Context: an optimization exercise on an open-source flow, tuned for small area. The choices shown serve that exercise and are no tape-out recipe. Only simulation tests tie the RTL to the original design; equivalence was not proved.

## 10-17
==> module occupancy_counter, before the edit <==
module occupancy_counter (
  input  logic             clk,
  input  logic             reset,
  input  logic             push,
  input  logic             pop,
  output fifo_pkg::count_t count,
  output logic             push_ok,
  output logic             pop_ok
);
  logic is_full;
  logic is_empty;
  assign is_full  = count[$clog2(16)];
  assign is_empty = (count == '0);
  assign push_ok = push && (!is_full || pop);
  assign pop_ok  = pop && !is_empty;
  logic up;
  logic down;
  assign up   = push_ok && !pop_ok;
  assign down = pop_ok && !push_ok;
  always_ff @(posedge clk or posedge reset) begin
    if (reset) begin
      count <= '0;
    end else begin
      count <= count + {{$clog2(16){down}}, up || down};
    end
  end
endmodule
==> module head_select_match, before the edit <==
module head_select_match (
  input  logic             clk,
  input  logic             reset,
  input  logic             push_ok,
  input  logic             pop_ok,
  input  fifo_pkg::data_t  din,
  input  fifo_pkg::data_t [16-1:0] entries,
  input  fifo_pkg::count_t count,
  output fifo_pkg::data_t  dout,
  output logic             pndng,
  output logic             full,
  output logic             mtip
);
  fifo_pkg::data_t  head_word;
  fifo_pkg::count_t hits;
  logic             hit_in;
  logic             hit_out;
  logic [16-1:0] head_sel;
  always_comb begin
    for (int k = 0; k < 16 - 1; k++) begin
      head_sel[k] = (count[$clog2(16)-1:0] == ($clog2(16))'(k + 1));
    end
    head_sel[16-1] = count[$clog2(16)];
  end
  head_mux mux_i (
    .sel     (head_sel),
    .entries (entries),
    .word    (head_word)
  );
  assign hit_in  = (ntrpt_pkg::cause_t'(din) == ntrpt_pkg::cause_t'(16'h0080));
  assign hit_out = (ntrpt_pkg::cause_t'(head_word) == ntrpt_pkg::cause_t'(16'h0080));
  logic hit_up;
  logic hit_down;
  assign hit_up   = push_ok && hit_in && !(pop_ok && hit_out);
  assign hit_down = pop_ok && hit_out && !(push_ok && hit_in);
  always_ff @(posedge clk or posedge reset) begin
    if (reset) begin
      hits <= '0;
    end else begin
      hits <= hits + {{$clog2(16){hit_down}}, hit_up || hit_down};
    end
  end
  assign dout  = head_word;
  assign pndng = (count != '0);
  assign full  = count[$clog2(16)];
  assign mtip  = (hits != '0);
endmodule
export LEC_CHECK = 0
export CAP_MARGIN = 20
export CORE_MARGIN = 2
export CORE_UTILIZATION = 85
export SLEW_MARGIN = 20
export SYNTH_HIERARCHICAL = 1
create_clock -name core_clock -period 7.0 [get_ports {clk}]
standard.sh (not shown) runs the stock make flow with config.mk's settings and CLKGATE_MAP_FILE= SYNTH_SCRIPT=/design/flow/synth_recipe.tcl, a recipe that flattens the netlist after the stock synthesis.
==> flow/flow/run.sh <==
#!/bin/bash
# Standard ORFS layout, with two changes: the port buffers are the
# smallest buffer cell, and clock-tree synthesis uses clkbuf_8 clusters
# without dummy loads. The make output goes to flow_make.log here; each
# ORFS step also keeps its own log under orfs/logs/.
set -euo pipefail
export BUFFER_PORTS_ARGS="-buffer_cell sky130_fd_sc_hd__buf_1"
export CTS_ARGS="-sink_clustering_enable -repair_clock_nets -dont_use_dummy_load -buf_list sky130_fd_sc_hd__clkbuf_8 -sink_clustering_size 18 -sink_clustering_max_diameter 50"
bash standard.sh finish > flow_make.log 2>&1
Relative to 10-17, the following input files were edited for 10-11:
--- a/flow/design.v
+++ b/flow/design.v
@@ -17,7 +17,7 @@
   logic is_full;
   logic is_empty;
-  assign is_full  = count[$clog2(16)];
+  assign is_full  = (count == fifo_pkg::count_t'(16));
   assign is_empty = (count == '0);
-  assign push_ok = push && (!is_full || pop);
+  assign push_ok = push && (!is_full || (pop && !is_empty));
   assign pop_ok  = pop && !is_empty;
   logic up;
@@ -67,8 +67,7 @@
   logic [16-1:0] head_sel;
   always_comb begin
-    for (int k = 0; k < 16 - 1; k++) begin
-      head_sel[k] = (count[$clog2(16)-1:0] == ($clog2(16))'(k + 1));
+    for (int k = 0; k < 16; k++) begin
+      head_sel[k] = (count == fifo_pkg::count_t'(k + 1));
     end
-    head_sel[16-1] = count[$clog2(16)];
   end
   head_mux mux_i (
@@ -92,5 +91,5 @@
   assign dout  = head_word;
   assign pndng = (count != '0);
-  assign full  = count[$clog2(16)];
+  assign full  = (count == fifo_pkg::count_t'(16));
   assign mtip  = (hits != '0);
 endmodule
==> run summary <==
Status | 10-11 and 10-17 | clean
For summed instance area of the synthesized netlist, 10-11 and 10-17 come out practically identical.
10-11 against 10-17: clock skew moved down, finished layout cell area shows a reduction of 0.33%, wire length decreased about 5%, relative area change from synthesis to final layout decreased 0.51 points.
Between 10-17 and 10-11, the flow reports routed length on met2 decreasing by a few percent.
Wire length on met1 for 10-11: 830 µm down relative to 10-17
Diff 10-17 -> 10-11: total placed instance area about even, flip-flop and latch count level, non-clock buffer count lower, area share of buffers outside the clock network fell by 0.26 points, global-route usage went down.
Changes observed in 10-11 relative to 10-17: number of antenna violations at the first check in global routing increased by 1 relative to the old numbers, met2 usage in global routing decreased by 2.8 points relative to the old numbers.

[afterwards: timing with drivers on the ports]
How much do the figures lean on ideal ports? The routed layouts below were timed once more, with nothing changed but the port constraints. Step 1: set_driving_cell puts a clkbuf_16 on clk and a buf_2 on each other input, an assumption about the parent block. Step 2 times the ports against the registers' clock, not the clock port: input delays grow and output delays shrink by t, the midpoint of the rising clock arrivals with the driver on. a / b / c = ideal ports / drivers / drivers and shift; a / b = the first two.
| run | shift t [ns] | setup slack, ns | hold slack, ns | worst register clock-pin slew, ns |
|---|---|---|---|---|
| 10-17 | 0.603 | 2.082 / 2.082 / 2.082 | 0.431 / 0.431 / 0.431 | 0.11 / 0.11 |
| 10-11 | 0.591 | 1.733 / 1.733 / 1.733 | 0.441 / 0.441 / 0.441 | 0.11 / 0.11 |
After both steps every run listed still meets setup and hold.
